Context: an optimization exercise on an open-source flow, tuned for small area, a short achievable clock period and few clock cycles per item. The choices shown serve that exercise and are no tape-out recipe.
Only simulation tests tie the RTL to the original design; equivalence was not proved.

==> flow/design.v (outline; a module is shown in full before it is edited, if it fits) <==
// module fir_a: 316 lines
// module fir_b: 5 lines
// module luma_mul: 76 lines
// module csc_r_lo: 177 lines
// module csc_r_hi: 126 lines
// module csc_g_lo: 207 lines
// module csc_g_hi: 170 lines
// module csc_b_lo: 161 lines
// module csc_b_hi: 54 lines
// module yuv_to_rgb_top: 190 lines
module yuv_to_rgb_top (
	input logic CLOCK_50_I,
	input logic Resetn,
	input logic [31:0] in_pair,
	input logic in_valid,
	output logic in_ready,
	output logic [15:0] out_word,
	output logic out_valid,
	input logic out_ready
);
  // ...
==> flow/run.sh <==
#!/bin/bash
# synth_recipe.tcl (not shown) runs the flow's synth.tcl, then flattens the netlist and writes it again
# the make line also repeats each setting of config.mk as NAME=value (left out here)
make -C /OpenROAD-flow-scripts/flow DESIGN_CONFIG=/design/flow/config.mk WORK_HOME=/design/flow/orfs CLKGATE_MAP_FILE= SYNTH_SCRIPT=/design/flow/synth_recipe.tcl finish
==> flow/config.mk <==
export PLATFORM = sky130hd
export DESIGN_NAME = yuv_to_rgb_top
export DESIGN_NICKNAME = yuv_to_rgb_top
export VERILOG_FILES = /design/flow/design.v
export SDC_FILE = /design/flow/constraint.sdc
export NUM_CORES = 4
export LEC_CHECK = 0
export CAP_MARGIN = 20
export CORE_MARGIN = 2
export CORE_UTILIZATION = 65
export PLACE_DENSITY = 0.75
export SLEW_MARGIN = 20
==> flow/constraint.sdc <==
create_clock -name core_clock -period 12.0 [get_ports {CLOCK_50_I}]
set_input_delay 2.4000 -clock core_clock [delete_from_list [all_inputs] [get_ports {CLOCK_50_I}]]
set_output_delay 2.4000 -clock core_clock [all_outputs]
set_load 0.01 [all_outputs]
==> results by group, run 1 <==
Timing
  • Fin. Hold Viols: 0

Clock network
  • Clk slew on worst S/H paths: 0.06 ns
  • Max Root-Sink Buffers: 3
  • CTS tree: built
  • CTS buffer count: 38

Setup path
  • Worst-path cell chain: inv_1 > fa_1 > fa_1 > inv_1 > fa_1 > fa_1 > ha_1 > a21o_1 > a21oi_1 > o21bai_1 > a2111oi_0 > nor3_1 > xor2_1
  • CP startpoint: qt[18]
  • CP delay by family, top: adder cells
  • CP max stage delay: 0.51 ns
  • Crit path to: g[8]
  • Register-to-Register Path Depth: 13

Synth
  • Largest family of logic cells by synthesized area: adder cells
  • Top cell type by total area after synthesis: edfxtp_1
  • Post-synthesis compound-gate area fraction: 0.07713

Place
  • Placed insts: around 2,300
  • Setup WS pre-CTS: 6.899 ns
  • Port Buffers: 53

Final layout
  • Footprint of the multi-input gates: 11,020 µm²
  • Fill cells: 2,389
  • Regs by FF count: win (96), yq (64), pt (23)
  • Share of cells above drive strength 1: 0.08117
  • Area grow syn2layout: 9.540%
  • NonClk Buf Share: 0.02311
  • Final instance area: 25,660 µm²
  • Clock buffers and inverters, area share: 0.04530

Die
  • Die Ht: just under 200 µm

Route
  • Max Used Layer: met4

Global route
  • Met2 Use GR: 0.4161

Outcome
  • Status: finished clean
Testbench counts, summed over its fixed seeds: cycles 23,376, items 7,680.
==> run 2: changes to the inputs <==
--- a/flow/config.mk
+++ b/flow/config.mk
@@ -7,6 +7,5 @@
 export LEC_CHECK = 0
 export CAP_MARGIN = 20
 export CORE_MARGIN = 2
-export CORE_UTILIZATION = 65
-export PLACE_DENSITY = 0.75
+export CORE_UTILIZATION = 40
 export SLEW_MARGIN = 20
==> run 2 against run 1 <==
Effect of this change: routed wire length grew 1.3%; design area up 1.5%; via count fell by 1.9%; clock skew about the same; highest routed layer unchanged; utilization down 27 points; worst hold slack got worse by 0.0059 ns; worst setup slack better by 0.037 ns; critical path type unchanged; sequential cell count stayed put; global-route usage is 9.3 points lower; non-clock buffer count increased by 1.
==> results by group, run 2 <==
Route
  • Max Used Layer: met4
  • Antenna-violating nets left: 0
  • Routed via count: 13,130
  • Met2 WL: 20,520 µm
  • Met1 wire length: 21,410 µm
  • Drt initial violations: 732
  • DR pass1 iterations: 4
  • Final wirelength: 44,700 µm
  • WL/cell: 16.86 µm
  • Remaining DRCs: 0
  • Vias/cell: 4.951
  • Routed wl met3: 1836 µm

Setup path
  • Reg2Reg Setup Slack: ~7.5 ns
  • R2r startpoint: qu[4]
  • CP delay by family, top: adder cells
  • Critical Path Fanout Max: 3
  • CP max stage delay: 0.53 ns (+0.02 ns)
  • RR Endpoint: g[8]
  • CP Class: reg2reg
  • Register-to-Register Path Depth: 13 (unchanged)
  • CP max stage cell: fa_1
  • Worst EP arrival: 4.77 ns
  • Crit. End Element: flop
  • Stages on the worst setup path: 13
  • Crit-path most repeated cell: fa_1
  • CP required: ~12 ns
  • Crit start category: flop
  • Worst-path cell chain: fa_1 > ha_1 > inv_1 > fa_1 > inv_1 > fa_1 > fa_1 > a21o_1 > a21oi_1 > o21bai_1 > a2111oi_0 > nor3_1 > xor2_1
  • CP bufs+invs: 2

Place
  • HPWL Detailed: 35,140 µm
  • Final GP Congestion: between 0.8 and 0.9
  • Setup WS pre-CTS: 7.264 ns (+0.3658 ns)
  • Port Buffers: 53 (unchanged)

Die
  • Die Width: 246.0 µm
  • Die Ht: 246.0 µm (+27%)
  • Initial Utilization: 0.4052
  • Io pins: 54
  • Die area: 60,510 µm²
  • Core Rows: roughly 90
  • Core ar.: ~58,000 µm²

Synth
  • Post-synth ARST share: 0.06199
  • Adder-Cell Fraction of Synth Area: 0.2778
  • Seq cells post-synth: 371
  • Largest family of logic cells by synthesized area: adder cells
  • EDFF count, synth: between 300 and 400
  • Sequential fraction of the synthesis area: 0.4707
  • Mapped Nets: 2,219
  • Syn Inst Count: 1,783
  • Yosys cell types: 69
  • Mux cell area share after synthesis: 0.04044
  • Top post-synthesis cells by area: edfxtp_1 45%, fa_1 17%, ha_1 11%, inv_1 5.4%, mux2_2 3.7%
  • Synthesized area per cell: 13.14 µm²
  • Yosys top cell area share: 0.4461
  • Post-synthesis compound-gate area fraction: 0.07713 (unchanged)
  • Commonest cells in the netlist: 348 x edfxtp_1, 339 x inv_1, 200 x fa_1, 200 x ha_1, 86 x a21oi_1
  • Count leader, synth: edfxtp_1
  • Most used DFF post-synth: edfxtp_1
  • Mapped cell area: 23,420 µm²
  • Post-Synth XOR/XNOR Area: 0.02762
  • Top cell type by total area after synthesis: edfxtp_1
  • Synth Area in Simple Gates: 0.04727
  • Yosys warns: 3

Flow run
  • Max-cap violations: 0

Clock network
  • Max Root-Sink Buffers: 3 (unchanged)
  • Clock sink total: around 370
  • CTS tree: built
  • Quantity of gates resized following cts: 0
  • Worst skew pair latency: between 0.5 and 0.6 ns
  • Post-CTS Setup Bufs: 0
  • CTS Hold Bufs: 0
  • Clk slew on worst S/H paths: 0.06 ns (about the same)
  • Max H-tree Level: 2
  • Root buf cell: clkbuf_16
  • CTS buffer count: 39 (+2.6%)

Timing
  • Final Max Tran Viols: 0
  • Worst hold slack: 0.4080 ns
  • Fin. Hold Viols: 0 (unchanged)
  • TNS Setup: 0 ns
  • Max Fclk: approximately 220 MHz
  • Fin crit share: 0.3724
  • Worst slew margin: 0.3085
  • Setup Viol. Count Final: 0
  • RSZ-0062 raised after global routing: false
  • Worst Max-Slew Pin Slew: roughly 1.0 ns
  • Final worst slack: 7.532 ns
  • Period minus WS final: 4.468 ns
  • Skew final: 0.02408 ns

Worst hold path
  • WHS Path Cells: 0
  • Hold crit path type: reg2reg
  • End of the worst hold path: yq[1][2]
  • Hold Path Origin: yq[2][2]

Final layout
  • Area grow syn2layout: 11.19%
  • Top register by number of flip-flops: win
  • Most common cell after layout, fill and taps aside: edfxtp_1
  • Largest register FFs: 96
  • Fill cells: 5,177 (+120%)
  • Share of cells above drive strength 1: 0.08055 (-0.0006160)
  • Commonest cells after routing, fill and taps aside: 348 x edfxtp_1, 338 x inv_1, 200 x fa_1
  • Regs by FF count: win (96), yq (64), pt (23)
  • Antenna cells: 0
  • Footprint of the multi-input gates: 11,020 µm² (unchanged)
  • Fin nets: approximately 2,300
  • Sequential cell area: 11,030 µm²

Global route
  • Total grt overflow: 0
  • Tot GR Track Use: 0.1549
  • Pin count of the biggest net entering global routing: just over 80
  • Global-route wire length before repair: 73,650 µm
  • Antenna violations before repair: 0
  • Vias in the first global route: 14,020

Outcome
  • Status: finished clean
## run 2: worst reg2reg max path: cells and delay by family (launching register included)
family / cells / cell delay (ns)
AO/OA/AOI/OAI: 4 / 0.98
buffers and inverters: 2 / 0.11
AND/OR/NAND/NOR: 1 / 0.13
flip-flops: 1 / 0.47
adder cells (fa/ha/maj): 5 / 2.36
XOR/XNOR: 1 / 0.16
## run 2: worst max-delay path by stage
stage | from | endpoint
finish | qu[4] | g[8]
global route | qu[4] | g[8]
CTS | qv[3] | g[8]
detailed placement | in_valid | win[2][0]
global placement | in_valid | win[0][0]
floorplan | in_valid | win[0][0]
## run 2: through the flow
stage          instance area [µm²]  cells    util
2_1_floorplan                23420   1783       -
3_5_place_dp                 24890   2583  0.4306
5_1_grt                      26040   2652  0.4505
4_1_cts                      26050   2652  0.4506
3_3_place_gp                 24890   2583  0.4306
6_report                     26040   2652  0.4505
## run 2: layout make-up
| cell class | instances | share of cell area |
|---|---|---|
| Clock buffer | 58 | 0.04098 |
| Inverter | 340 | 0.04900 |
| Multi-Input combinational cell | 1044 | 0.4233 |
| Clock inverter | 11 | 0.003555 |
| Tap cell | 765 | 0.03675 |
| Timing Repair Buffer | 63 | 0.02306 |
| Sequential cell | 371 | 0.4233 |
## run 2: cells by family after synthesis
logic type,after synthesis
multiplexers,85
flip-flops,371
buffers and inverters,368
AO/OA/AOI/OAI,270
XOR/XNOR,73
AND/OR/NAND/NOR,216
adder cells (fa/ha/maj),400
## run 2: metal layers
metal | vias to the layer above | GRT usage
li1 | 6304 | -
met1 | 6536 | 0.2188
met2 | 218 | 0.2482
met3 | 71 | 0.02560
met4 | 0 | 0.04082
met5 | - | 0
==> run 3: changes to the inputs <==
--- a/flow/config.mk
+++ b/flow/config.mk
@@ -5,7 +5,7 @@
 export SDC_FILE = /design/flow/constraint.sdc
 export NUM_CORES = 4
 export LEC_CHECK = 0
-export CAP_MARGIN = 20
+export CAP_MARGIN = 50
 export CORE_MARGIN = 2
 export CORE_UTILIZATION = 40
-export SLEW_MARGIN = 20
+export SLEW_MARGIN = 70
==> run 3 against run 2 <==
Effect of this change: still clean; die area did not move; routed wire length barely moved; clock skew down 0.012 ns; first-iteration DRC count fell by 4.5%; synthesized cell count unchanged; worst setup slack improved by 0.067 ns; sequential cell count stayed put; design area rose by 1.4%; maximum frequency increased by 1.5%; highest routed layer unchanged.
==> results by group, run 3 <==
Outcome
  • Status: finished clean

Clock network
  • Clock sink total: 371 (unchanged)
  • Max Root-Sink Buffers: 3 (unchanged)
  • Max H-tree Level: 2 (unchanged)
  • CTS Hold Bufs: 0 (unchanged)
  • Worst skew pair latency: 0.55 ns (about the same)
  • Clk slew on worst S/H paths: 0.06 ns (about the same)
  • Post-CTS Setup Bufs: 0 (unchanged)
  • Root buf cell: clkbuf_16
  • Quantity of gates resized following cts: 0 (unchanged)
  • CTS tree: built
  • CTS buffer count: 39 (unchanged)

Global route
  • Pin count of the biggest net entering global routing: 55 (-32%)
  • Global-route wire length before repair: 73,350 µm (-0.41%)
  • Antenna violations before repair: 0 (unchanged)
  • Vias in the first global route: 14,060 (+0.29%)
  • Tot GR Track Use: 0.1544 (-0.0005075)
  • Total grt overflow: 0 (unchanged)

Final layout
  • Top register by number of flip-flops: win
  • Fin nets: 2,314 (+0.83%)
  • Most common cell after layout, fill and taps aside: edfxtp_1
  • Largest register FFs: 96 (unchanged)
  • Antenna cells: 0 (unchanged)
  • Area grow syn2layout: 12.74%
  • Share of cells above drive strength 1: 0.09754 (+0.01698)
  • Fill cells: 5,183 (+0.12%)
  • Regs by FF count: win (96), yq (64), pt (23)
  • Commonest cells after routing, fill and taps aside: 348 x edfxtp_1, 336 x inv_1, 200 x fa_1

Die
  • Die area: 60,510 µm² (unchanged)
  • Die Width: 246.0 µm (unchanged)
  • Initial Utilization: 0.4052 (unchanged)
  • Io pins: 54 (unchanged)
  • Core ar.: 57,810 µm² (unchanged)
  • Core Rows: 88 (unchanged)
  • Die Ht: 246.0 µm (unchanged)

Timing
  • Skew final: 0.01169 ns (-0.01240 ns)
  • Worst slew margin: 0.7359 (+0.4274)
  • Fin crit share: 0.3668 (-0.005563)
  • Fin. Hold Viols: 0 (unchanged)
  • Period minus WS final: 4.402 ns (-0.06675 ns)
  • TNS Setup: 0 ns (unchanged)
  • RSZ-0062 raised after global routing: false
  • Max Fclk: 227.2 MHz (+1.5%)
  • Worst Max-Slew Pin Slew: 0.3862 ns (-0.6511 ns)
  • Final Max Tran Viols: 0 (unchanged)
  • Setup Viol. Count Final: 0 (unchanged)

Setup path
  • CP startpoint: qu[4]
  • Critical Path Fanout Max: 3 (unchanged)
  • CP max stage delay: 0.53 ns (about the same)
  • CP required: 12.29 ns (about the same)
  • RR Endpoint: g[8]
  • Crit. End Element: flop
  • Worst-path cell chain: fa_1 > ha_1 > inv_1 > fa_1 > inv_1 > fa_1 > fa_1 > a21o_1 > a21oi_1 > o21bai_1 > a2111oi_2 > nor3_1 > xor2_1
  • Worst EP arrival: 4.69 ns (-0.08 ns)
  • CP Class: reg2reg
  • Reg2Reg Setup Slack: 7.60 ns (+0.07 ns)
  • Crit-path most repeated cell: fa_1
  • Crit path to: g[8]
  • Register-to-Register Path Depth: 13 (unchanged)
  • Crit start category: flop
  • CP max stage cell: fa_1
  • R2r startpoint: qu[4]

Synth
  • Commonest cells in the netlist: 348 x edfxtp_1, 339 x inv_1, 200 x fa_1, 200 x ha_1, 86 x a21oi_1
  • Yosys cell types: 69 (unchanged)
  • Seq cells post-synth: 371 (unchanged)
  • Top cell type by total area after synthesis: edfxtp_1
  • EDFF count, synth: 348 (unchanged)
  • Synthesized area per cell: 13.14 µm² (unchanged)
  • Sequential fraction of the synthesis area: 0.4707 (unchanged)
  • Mapped Nets: 2,219 (unchanged)
  • Count leader, synth: edfxtp_1
  • Top post-synthesis cells by area: edfxtp_1 45%, fa_1 17%, ha_1 11%, inv_1 5.4%, mux2_2 3.7%
  • Yosys top cell area share: 0.4461 (unchanged)
  • Post-synth ARST share: 0.06199 (unchanged)
  • Most used DFF post-synth: edfxtp_1
  • Syn Inst Count: 1,783 (unchanged)
  • Yosys warns: 3 (unchanged)
  • Mapped cell area: 23,420 µm² (unchanged)

Route
  • WL/cell: 16.74 µm (-0.68%)
  • DR pass1 iterations: 7 (+3)
  • Routed via count: 13,200 (+0.56%)
  • Antenna-violating nets left: 0 (unchanged)
  • Vias/cell: 4.941 (-0.19%)
  • Final wirelength: 44,730 µm (about the same)
  • Remaining DRCs: 0 (unchanged)
  • Drt initial violations: 699 (-4.5%)

Place
  • HPWL Detailed: 36,160 µm (+2.9%)
  • Port Buffers: 53 (unchanged)
  • Final GP Congestion: 0.8712 (unchanged)

Flow run
  • Max-cap violations: 0 (unchanged)

Worst hold path
  • Hold crit path type: reg2reg
[run 3: cell types whose count changed in the layout (fill, tap and decap cells not counted), sizes merged]
cell | previous run | this run
buf | 11 | 29
clkinv | 11 | 14
clkbuf | 58 | 56
bufinv | 0 | 1
[run 3: worst max-delay path, delay by kind of cell (launching register included)]
kind            cells  cell delay [ns]
compound gates      4             0.96
xor+xnor            1             0.15
fa+ha+maj           5             2.34
buf+inv             2             0.11
flops               1             0.47
simple gates        1             0.12
[run 3: how the worst min path moves through the flow]
stage | start | to | slack, ns | depth (start not counted)
global placement | yq[1][13] | yq[0][13] | 0.40 | 0
finish | pt[24] | qt[24] | 0.42 | 0
CTS | yq[2][6] | yq[1][6] | 0.42 | 0
floorplan | pt[16] | qt[16] | 0.40 | 0
global route | yq[1][6] | yq[0][6] | 0.42 | 0
detailed placement | pt[22] | qt[22] | 0.40 | 0
[run 3: layer usage]
layer	vias to the layer above	wire length (µm)	GRT usage
li1	6349	-	-
met1	6563	21290	0.2136
met2	229	20620	0.2496
met3	62	1959	0.02854
met4	0	866	0.04171
met5	-	0	0
[run 3: per-stage QoR]
step	setup slack (ns)	cells	area (µm²)	util	hold slack, ns
finish	7.599	2672	26410	0.4568	0.4167
global route	7.428	2672	26410	0.4568	0.4224
CTS	7.519	2670	26370	0.4561	0.4179
detailed placement	7.274	2600	25190	0.4358	0.4045
global placement	7.349	2583	24890	0.4306	0.4001
floorplan	6.951	1783	23420	-	0.4003
[run 3: logic make-up after synthesis]
family	share of synthesized area
fa+ha+maj	0.2778
flops	0.4707
buf+inv	0.05908
compound gates	0.07713
simple gates	0.04727
mux	0.04044
xor+xnor	0.02762
[run 3: cell type report]
cell class | instances | area [µm²] | area share
Multi-Input combinational cell | 1044 | 11100 | 0.4203
Sequential cell | 371 | 11030 | 0.4175
Inverter | 340 | 1276 | 0.04833
Clock buffer | 55 | 1057 | 0.04004
Tap cell | 765 | 957.2 | 0.03625
Timing Repair Buffer | 82 | 875.8 | 0.03317
Clock inverter | 15 | 116.4 | 0.004406

## port drivers added, routing unchanged
How much do the figures lean on ideal ports? The routed layouts below were timed once more, with nothing changed but the port constraints. Step 1 (the two cells are an assumption about what drives the block):
set clk [get_ports {CLOCK_50_I}]
set_driving_cell -lib_cell sky130_fd_sc_hd__clkbuf_16 $clk
set_driving_cell -lib_cell sky130_fd_sc_hd__buf_2 [delete_from_list [all_inputs] $clk]
Step 2, shift: input delay + t, output delay - t, t = (earliest + latest rising clock arrival at the registers) / 2. This alone moves slack from input paths to output paths. Slacks: ideal / step 1 / step 2; pairs: ideal / step 1.
| run | t, ns | setup WS [ns] | worst setup path at the end | worst slew at a driven data input, ns |
|---|---|---|---|---|
| run 1 | 0.605 | 7.495 / 7.495 / 6.927 | input to register | 0.04 |
| run 2 | 0.609 | 7.532 / 7.532 / 7.291 | input to register | 0.04 |
| run 3 | 0.601 | 7.598 / 7.598 / 7.298 | input to register | 0.04 |
After both steps every run listed still meets setup and hold. For run 1, which loses most, drivers alone change the setup slack by 0.000 ns; drivers and shift together by -0.568 ns.
